Context: an optimization exercise on an open-source flow, tuned for small area. The choices shown serve that exercise and are no tape-out recipe. Where RTL was checked, it was by simulation tests only, not by an equivalence proof against the original. Power is estimated from default activity; no workload was simulated.

run A:
==> module sync_fifo, before the edit <==
module sync_fifo #(
    parameter int WIDTH = eeprom_cfg_pkg::DATA_W,
    parameter int DEPTH = eeprom_cfg_pkg::FIFO_DEPTH - 1
) (
    input  logic             i_clk,
    input  logic             i_push,
    input  logic [WIDTH-1:0] i_din,
    input  logic [7:0]       i_sel,
    input  logic             i_take,
    output logic [WIDTH-1:0] o_dout
);
    logic [DEPTH*WIDTH-1:0]     mem;
    always_ff @(posedge i_clk)
    begin
        if (i_push)
            mem <= {mem[(DEPTH-1)*WIDTH-1:0], i_din};
    end
    logic [15:0]      lo_hit;
    logic [15:0]      hi_hit;
    logic [WIDTH-1:0] grp [16];
    logic [WIDTH-1:0] pick;
    always_comb
    begin
        for (int i = 0; i < 16; i++)
        begin
            lo_hit[i] = (i_sel[3:0] == 4'(i));
            hi_hit[i] = (i_sel[7:4] == 4'(i));
        end
        for (int g = 0; g < 16; g++)
        begin
            grp[g] = '0;
            for (int i = 0; i < 16; i++)
                if (g*16 + i < DEPTH)
                    grp[g] = grp[g] | ({WIDTH{lo_hit[i]}} & mem[(g*16 + i)*WIDTH +: WIDTH]);
        end
        pick = '0;
        for (int g = 0; g < 16; g++)
            pick = pick | ({WIDTH{hi_hit[g]}} & grp[g]);
    end
    always_ff @(posedge i_clk)
    begin
        if (i_take)
            o_dout <= pick;
    end
endmodule
Settings: LEC_CHECK=0, CAP_MARGIN=0, CORE_MARGIN=2, CORE_UTILIZATION=50, SLEW_MARGIN=0; clock period 5.0 ns.
standard.sh (not shown) runs the stock make flow with config.mk's settings and CLKGATE_MAP_FILE= SYNTH_SCRIPT=/design/flow/synth_recipe.tcl, a recipe that flattens the netlist after the stock synthesis.
==> flow/flow/run.sh <==
#!/bin/bash
# Layout flow: the standard layout, with three changes
#  - synthesis maps the logic with an area-oriented ABC script (flow/area.abc);
#    the Yosys steps, and so the registers and their names, are the standard ones
#  - the port buffers are the smallest buffer
#  - the clock tree uses bigger sink clusters and no dummy loads
# Each make run writes its full output to a log of its own here.
set -euo pipefail
W=$(pwd)
export MY_ABC_SCRIPT="$W/flow/area.abc"
ARGS=(
  "SYNTH_SCRIPT=$W/flow/synth.tcl"
  "BUFFER_PORTS_ARGS=-buffer_cell sky130_fd_sc_hd__buf_1"
  "CTS_ARGS=-sink_clustering_enable -repair_clock_nets -sink_clustering_size 27 -sink_clustering_max_diameter 90 -buf_list sky130_fd_sc_hd__clkbuf_16 -dont_use_dummy_load"
)
bash standard.sh "${ARGS[@]}" synth > "$W/synth.log" 2>&1
bash standard.sh "${ARGS[@]}" finish > "$W/layout.log" 2>&1
test -s "$W/out/final.def"
==> flow/flow/area.abc <==
&get -n
&st
&dch
&nf -R 1000
&put
==> flow/flow/synth.tcl <==
proc synth {args} { yosys synth -nofsm -noshare {*}$args }
proc abc {args} {
  set i [lsearch -exact $args -script]
  if { $i >= 0 } { lset args [expr {$i + 1}] $::env(MY_ABC_SCRIPT) }
  yosys abc {*}$args
}
source $::env(SCRIPTS_DIR)/synth.tcl
# left out here: clear keep_hierarchy, flatten, clean up, hide names made inside functions, write 1_2_yosys.v
### run A -> run B
diff --git a/flow/design.v b/flow/design.v
--- a/flow/design.v
+++ b/flow/design.v
@@ -45,30 +45,40 @@
     always_ff @(posedge i_clk)
     begin
         if (i_push)
             mem <= {mem[(DEPTH-1)*WIDTH-1:0], i_din};
     end
-    logic [15:0]      lo_hit;
-    logic [15:0]      hi_hit;
-    logic [WIDTH-1:0] grp [16];
+    logic [31:0]      lo_hit;
+    logic [7:0]       hi_hit;
+    logic [WIDTH-1:0] trip [8][11];
+    logic [WIDTH-1:0] grp [8];
     logic [WIDTH-1:0] pick;
+    function automatic logic [WIDTH-1:0] term(input int p, input logic s);
+        term = (p < DEPTH) ? ({WIDTH{s}} & mem[p*WIDTH +: WIDTH]) : '0;
+    endfunction
     always_comb
     begin
-        for (int i = 0; i < 16; i++)
-        begin
-            lo_hit[i] = (i_sel[3:0] == 4'(i));
-            hi_hit[i] = (i_sel[7:4] == 4'(i));
-        end
-        for (int g = 0; g < 16; g++)
-        begin
+        for (int i = 0; i < 32; i++)
+            lo_hit[i] = (i_sel[4:0] == 5'(i));
+        for (int i = 0; i < 8; i++)
+            hi_hit[i] = (i_sel[7:5] == 3'(i));
+        for (int g = 0; g < 8; g++)
+        begin
+            for (int t = 0; t < 11; t++)
+            begin
+                trip[g][t] = term(g*32 + 3*t, lo_hit[3*t]);
+                if (3*t + 1 < 32)
+                    trip[g][t] = trip[g][t] | term(g*32 + 3*t + 1, lo_hit[(3*t + 1) % 32]);
+                if (3*t + 2 < 32)
+                    trip[g][t] = trip[g][t] | term(g*32 + 3*t + 2, lo_hit[(3*t + 2) % 32]);
+            end
             grp[g] = '0;
-            for (int i = 0; i < 16; i++)
-                if (g*16 + i < DEPTH)
-                    grp[g] = grp[g] | ({WIDTH{lo_hit[i]}} & mem[(g*16 + i)*WIDTH +: WIDTH]);
+            for (int t = 0; t < 11; t++)
+                grp[g] = grp[g] | trip[g][t];
         end
         pick = '0;
-        for (int g = 0; g < 16; g++)
+        for (int g = 0; g < 8; g++)
             pick = pick | ({WIDTH{hi_hit[g]}} & grp[g]);
     end
     always_ff @(posedge i_clk)
     begin
         if (i_take)
Findings:
Power: run B better than run A
Run B | stages: all done | timing, DRC, antenna: all pass
Sort run B and run A by final design utilization, ascending, and run B comes first.
Going from run A to run B, number of well-tap cells placed shrank slightly.
Taking run A as the reference, in run B critical path required time now smaller; minimum setup slack after placement now larger; first-pass GRT wire length now smaller; count of non-CTS buffers in the layout now smaller; worst-margin pin slew now larger.
Changes observed in run B relative to run A: final routed wire length divided by cell count has increased; die width went down 0.55%; routed wire length shrank by 0.95%; overall fraction of global-route tracks in use ~0 delta; met3 usage now sits higher.
Cmp run B and run A / count of placed standard cells including taps / lower: run B


Setup of purple:
The RTL this note starts from:
==> flow/design.v <==
package eeprom_cfg_pkg;
    localparam int DEV_W     = 3;
    localparam int BUS_DEV_W = 7;
    localparam logic [BUS_DEV_W-DEV_W-1:0] DEV_PREFIX = '0;
    localparam int ADDR_W = 16;
    localparam int LEN_W  = 8;
    localparam int DATA_W = 8;
    localparam int FIFO_DEPTH = 256;
    typedef logic [DATA_W-1:0] data_t;
    typedef logic [ADDR_W-1:0] addr_t;
    typedef logic [LEN_W-1:0]  len_t;
endpackage
package eeprom_op_pkg;
    typedef enum logic [1:0] {
        OP_WRITE = 2'd1,
        OP_READ  = 2'd2
    } op_type_e;
    typedef enum logic [3:0] {
        ST_IDLE   = 4'd0,    
        ST_REST   = 4'd1,    
        ST_ISSUE  = 4'd2,    
        ST_WAIT   = 4'd3,    
        ST_NEXT   = 4'd4,    
        ST_SET0   = 4'd5,    
        ST_SET1   = 4'd6,
        ST_SET2   = 4'd7,
        ST_SET3   = 4'd8,
        ST_FIRST  = 4'd9,    
        ST_DRAIN  = 4'd10    
    } seq_state_e;
endpackage
`timescale 1ns/100ps
module sync_fifo #(
    parameter int WIDTH = eeprom_cfg_pkg::DATA_W,
    parameter int DEPTH = eeprom_cfg_pkg::FIFO_DEPTH - 1
) (
    input  logic             i_clk,
    input  logic             i_push,
    input  logic [WIDTH-1:0] i_din,
    input  logic [7:0]       i_sel,
    input  logic             i_take,
    output logic [WIDTH-1:0] o_dout
);
    logic [DEPTH*WIDTH-1:0]     mem;
    always_ff @(posedge i_clk)
    begin
        if (i_push)
            mem <= {mem[(DEPTH-1)*WIDTH-1:0], i_din};
    end
    logic [31:0]      lo_hit;
    logic [7:0]       hi_hit;
    logic [WIDTH-1:0] trip [8][11];
    logic [WIDTH-1:0] grp [8];
    logic [WIDTH-1:0] pick;
    function automatic logic [WIDTH-1:0] term(input int p, input logic s);
        term = (p < DEPTH) ? ({WIDTH{s}} & mem[p*WIDTH +: WIDTH]) : '0;
    endfunction
    always_comb
    begin
        for (int i = 0; i < 32; i++)
            lo_hit[i] = (i_sel[4:0] == 5'(i));
        for (int i = 0; i < 8; i++)
            hi_hit[i] = (i_sel[7:5] == 3'(i));
        for (int g = 0; g < 8; g++)
        begin
            for (int t = 0; t < 11; t++)
            begin
                trip[g][t] = term(g*32 + 3*t, lo_hit[3*t]);
                if (3*t + 1 < 32)
                    trip[g][t] = trip[g][t] | term(g*32 + 3*t + 1, lo_hit[(3*t + 1) % 32]);
                if (3*t + 2 < 32)
                    trip[g][t] = trip[g][t] | term(g*32 + 3*t + 2, lo_hit[(3*t + 2) % 32]);
            end
            grp[g] = '0;
            for (int t = 0; t < 11; t++)
                grp[g] = grp[g] | trip[g][t];
        end
        pick = '0;
        for (int g = 0; g < 8; g++)
            pick = pick | ({WIDTH{hi_hit[g]}} & grp[g]);
    end
    always_ff @(posedge i_clk)
    begin
        if (i_take)
            o_dout <= pick;
    end
endmodule
`timescale 1ns/100ps
module eeprom_op_sequencer (
    input  logic                                i_clk,
    input  logic                                i_rst,
    input  logic [eeprom_cfg_pkg::DEV_W-1:0]     i_req_dev,
    input  eeprom_cfg_pkg::addr_t                i_req_addr,
    input  eeprom_cfg_pkg::len_t                 i_req_len,
    input  logic [1:0]                          i_req_type,
    input  logic                                i_req_valid,
    output logic                                o_req_ready,
    output logic [eeprom_cfg_pkg::BUS_DEV_W-1:0] o_op_dev,
    output eeprom_cfg_pkg::addr_t                o_op_addr,
    output eeprom_cfg_pkg::len_t                 o_op_len,
    output logic [1:0]                          o_op_type,
    output logic                                o_op_valid,
    input  logic                                i_op_ready,
    input  logic                                i_push,
    input  logic                                i_pull,
    output logic [7:0]                          o_cnt,
    output logic                                o_take,
    output logic                                o_sop,
    output logic                                o_eop,
    output logic                                o_valid
);
    eeprom_op_pkg::seq_state_e state;
    eeprom_op_pkg::seq_state_e state_nxt;
    logic [eeprom_cfg_pkg::DEV_W-1:0] dev_q;
    eeprom_cfg_pkg::len_t              len_q;
    logic                              is_read;
    logic                              ready_d;
    logic                              accept;
    logic                              take;
    logic                              ready_rise;
    logic                              drain;
    logic                              cnt_last;
    assign o_req_ready = (state == eeprom_op_pkg::ST_IDLE);
    assign o_op_valid  = (state == eeprom_op_pkg::ST_ISSUE);
    assign o_sop       = (state == eeprom_op_pkg::ST_FIRST);
    assign o_valid     = (state == eeprom_op_pkg::ST_FIRST) || (state == eeprom_op_pkg::ST_DRAIN);
    assign cnt_last    = (o_cnt == 8'hff);
    assign o_eop       = o_valid && cnt_last;
    assign accept     = i_req_valid && o_req_ready;
    assign take       = o_op_valid && i_op_ready;
    assign ready_rise = i_op_ready && !ready_d;
    assign drain      = (state == eeprom_op_pkg::ST_SET3) || (o_valid && !cnt_last);
    assign o_take     = i_pull || drain;
    assign o_op_dev  = {eeprom_cfg_pkg::DEV_PREFIX, dev_q};
    assign o_op_type = is_read ? eeprom_op_pkg::OP_READ : eeprom_op_pkg::OP_WRITE;
    assign o_op_len  = is_read ? eeprom_cfg_pkg::len_t'(1) : len_q;
    always_comb
    begin
        state_nxt = state;
        case (state)
            eeprom_op_pkg::ST_IDLE:
                if (accept)
                    state_nxt = eeprom_op_pkg::ST_ISSUE;
            eeprom_op_pkg::ST_REST:
                state_nxt = eeprom_op_pkg::ST_IDLE;
            eeprom_op_pkg::ST_ISSUE:
                if (take)
                    state_nxt = eeprom_op_pkg::ST_WAIT;
            eeprom_op_pkg::ST_WAIT:
                if (ready_rise)
                begin
                    if (!is_read)
                        state_nxt = eeprom_op_pkg::ST_REST;
                    else if (o_cnt == len_q - 1'b1)
                        state_nxt = eeprom_op_pkg::ST_SET0;
                    else
                        state_nxt = eeprom_op_pkg::ST_NEXT;
                end
            eeprom_op_pkg::ST_NEXT:
                state_nxt = eeprom_op_pkg::ST_ISSUE;
            eeprom_op_pkg::ST_SET0:
                state_nxt = eeprom_op_pkg::ST_SET1;
            eeprom_op_pkg::ST_SET1:
                state_nxt = eeprom_op_pkg::ST_SET2;
            eeprom_op_pkg::ST_SET2:
                state_nxt = eeprom_op_pkg::ST_SET3;
            eeprom_op_pkg::ST_SET3:
                state_nxt = eeprom_op_pkg::ST_FIRST;
            eeprom_op_pkg::ST_FIRST, eeprom_op_pkg::ST_DRAIN:
                state_nxt = cnt_last ? eeprom_op_pkg::ST_REST : eeprom_op_pkg::ST_DRAIN;
            default:
                state_nxt = eeprom_op_pkg::ST_IDLE;
        endcase
    end
    always_ff @(posedge i_clk or posedge i_rst)
    begin
        if (i_rst)
        begin
            state   <= eeprom_op_pkg::ST_IDLE;
            ready_d <= 1'b1;
            o_cnt   <= '1;
        end
        else
        begin
            state   <= state_nxt;
            ready_d <= i_op_ready;
            if (i_push)
                o_cnt <= o_cnt + 1'b1;
            else if (o_take)
                o_cnt <= o_cnt - 1'b1;
        end
    end
    always_ff @(posedge i_clk)
    begin
        if (accept)
        begin
            len_q     <= i_req_len;
            dev_q     <= i_req_dev;
            o_op_addr <= i_req_addr;
            is_read   <= (i_req_type == eeprom_op_pkg::OP_READ);
        end
        else if (state == eeprom_op_pkg::ST_NEXT)
            o_op_addr <= o_op_addr + 1'b1;
    end
endmodule
`timescale 1ns/100ps
module eeprom_ctrl (
    input  logic                                i_clk,
    input  logic                                i_rst,
    output logic [eeprom_cfg_pkg::BUS_DEV_W-1:0] o_operation_device,
    output eeprom_cfg_pkg::addr_t                o_operation_addr,
    output eeprom_cfg_pkg::len_t                 o_operation_len,
    output logic [1:0]                          o_operation_type,
    output logic                                o_operation_valid,
    input  logic                                i_operation_ready,
    output eeprom_cfg_pkg::data_t                o_write_data,
    input  logic                                i_write_req,
    input  eeprom_cfg_pkg::data_t                i_read_data,
    input  logic                                i_read_valid,
    input  logic [eeprom_cfg_pkg::DEV_W-1:0]     i_user_device_addr,
    input  eeprom_cfg_pkg::addr_t                i_user_operate_addr,
    input  eeprom_cfg_pkg::len_t                 i_user_operate_len,
    input  logic [1:0]                          i_user_operate_type,
    input  logic                                i_user_operate_valid,
    output logic                                o_user_operate_ready,
    input  eeprom_cfg_pkg::data_t                i_user_write_data,
    input  logic                                i_user_write_valid,
    output eeprom_cfg_pkg::data_t                o_user_read_data,
    output logic                                o_user_read_sop,
    output logic                                o_user_read_eop,
    output logic                                o_user_read_valid
);
    logic                  push;
    eeprom_cfg_pkg::data_t din;
    eeprom_cfg_pkg::data_t dout;
    logic [7:0]            cnt;
    logic                  take;
    assign push = i_user_write_valid || i_read_valid;
    assign din  = ({8{i_read_valid}} & i_read_data)
                | ({8{i_user_write_valid}} & i_user_write_data);
    sync_fifo u_store (
        .i_clk  (i_clk),
        .i_push (push),
        .i_din  (din),
        .i_sel  (cnt),
        .i_take (take),
        .o_dout (dout)
    );
    assign o_write_data     = dout;
    assign o_user_read_data = dout;
    eeprom_op_sequencer u_sequencer (
        .i_clk       (i_clk),
        .i_rst       (i_rst),
        .i_req_dev   (i_user_device_addr),
        .i_req_addr  (i_user_operate_addr),
        .i_req_len   (i_user_operate_len),
        .i_req_type  (i_user_operate_type),
        .i_req_valid (i_user_operate_valid),
        .o_req_ready (o_user_operate_ready),
        .o_op_dev    (o_operation_device),
        .o_op_addr   (o_operation_addr),
        .o_op_len    (o_operation_len),
        .o_op_type   (o_operation_type),
        .o_op_valid  (o_operation_valid),
        .i_op_ready  (i_operation_ready),
        .i_push      (push),
        .i_pull      (i_write_req),
        .o_cnt       (cnt),
        .o_take      (take),
        .o_sop       (o_user_read_sop),
        .o_eop       (o_user_read_eop),
        .o_valid     (o_user_read_valid)
    );
endmodule
==> flow/config.mk <==
export PLATFORM = sky130hd
export DESIGN_NAME = eeprom_ctrl
export DESIGN_NICKNAME = eeprom_ctrl
export VERILOG_FILES = /design/flow/design.v
export SDC_FILE = /design/flow/constraint.sdc
export NUM_CORES = 4
export LEC_CHECK = 0
export CAP_MARGIN = 0
export CORE_MARGIN = 2
export CORE_UTILIZATION = 58
export SLEW_MARGIN = 0
==> flow/constraint.sdc <==
create_clock -name core_clock -period 5.0 [get_ports {i_clk}]
set_input_delay 1.0000 -clock core_clock [delete_from_list [all_inputs] [get_ports {i_clk}]]
set_output_delay 1.0000 -clock core_clock [all_outputs]
set_load 0.01 [all_outputs]
Scripts as last shown in full above: flow/flow/run.sh, flow/flow/area.abc, flow/flow/synth.tcl
The inputs of blue differ from those of purple as listed below.
diff --git a/flow/design.v b/flow/design.v
--- a/flow/design.v
+++ b/flow/design.v
@@ -48,6 +48,6 @@
             mem <= {mem[(DEPTH-1)*WIDTH-1:0], i_din};
     end
-    logic [31:0]      lo_hit;
-    logic [7:0]       hi_hit;
+    logic [31:0]      row_hit;
+    logic [7:0]       col_hit;
     logic [WIDTH-1:0] trip [8][11];
     logic [WIDTH-1:0] grp [8];
@@ -59,16 +59,16 @@
     begin
         for (int i = 0; i < 32; i++)
-            lo_hit[i] = (i_sel[4:0] == 5'(i));
+            row_hit[i] = (i_sel[7:3] == 5'(i));
         for (int i = 0; i < 8; i++)
-            hi_hit[i] = (i_sel[7:5] == 3'(i));
+            col_hit[i] = (i_sel[2:0] == 3'(i));
         for (int g = 0; g < 8; g++)
         begin
             for (int t = 0; t < 11; t++)
             begin
-                trip[g][t] = term(g*32 + 3*t, lo_hit[3*t]);
+                trip[g][t] = term(8*(3*t) + g, row_hit[3*t]);
                 if (3*t + 1 < 32)
-                    trip[g][t] = trip[g][t] | term(g*32 + 3*t + 1, lo_hit[(3*t + 1) % 32]);
+                    trip[g][t] = trip[g][t] | term(8*(3*t + 1) + g, row_hit[(3*t + 1) % 32]);
                 if (3*t + 2 < 32)
-                    trip[g][t] = trip[g][t] | term(g*32 + 3*t + 2, lo_hit[(3*t + 2) % 32]);
+                    trip[g][t] = trip[g][t] | term(8*(3*t + 2) + g, row_hit[(3*t + 2) % 32]);
             end
             grp[g] = '0;
@@ -78,5 +78,5 @@
         pick = '0;
         for (int g = 0; g < 8; g++)
-            pick = pick | ({WIDTH{hi_hit[g]}} & grp[g]);
+            pick = pick | ({WIDTH{col_hit[g]}} & grp[g]);
     end
     always_ff @(posedge i_clk)
## What came out
- blue reports a lower clock network fraction of design power than purple does.
- blue vs. purple: power higher, area of the placeable core level, transition at the pin with the smallest max-transition slack went up 0.015 ns, met3 layer usage reported by global route higher.
- Diff purple -> blue: number of fill cells in the layout +about 0.8%; global-route wire length before repair -about 8%; share of final layout cell area taken by clock buffers and inverters ~0 delta.
- Compared with purple, in blue clock insertion delay at the later pin of the skew report shows no meaningful change, area overhead of the layout relative to synthesis saw a decrease, synthesized instance count saw little to no change, buffering overhead shows a reduction of 0.46 points.
- Top fanout value on the critical path shrinks by a few percent when moving from purple to blue.
- Fraction of final layout cells with drive strength greater than 1, purple and blue: higher on purple
Function not checked in purple: the RTL went through the layout flow alone.

==> port drivers added, routing unchanged <==
Ports are ideal in the flow. The routed layouts listed here were re-timed in OpenROAD.
Step 1: set_driving_cell puts a clkbuf_16 on i_clk and a buf_2 on each other input, an assumption about the parent block.
Step 2 adds t to the input delays and takes it off the output delays; t is the mean of the earliest and latest rising clock arrival at the registers after step 1. Input paths then give back, and output paths get back, about the clock's delay inside the block.
Three values: ideal, step 1, step 2; two values: the first two.
| run | t, ns | setup WS [ns] | latest minus earliest clock arrival (ns) |
|---|---|---|---|
| run A | 0.764 | 0.636 / 0.636 / 0.636 | 0.117 / 0.117 |
| run B | 0.768 | 0.609 / 0.609 / 0.609 | 0.091 / 0.091 |
| purple | 0.778 | 0.811 / 0.811 / 0.811 | 0.043 / 0.042 |
| blue | 0.764 | 0.662 / 0.662 / 0.662 | 0.056 / 0.055 |
After both steps every run listed still meets setup and hold.
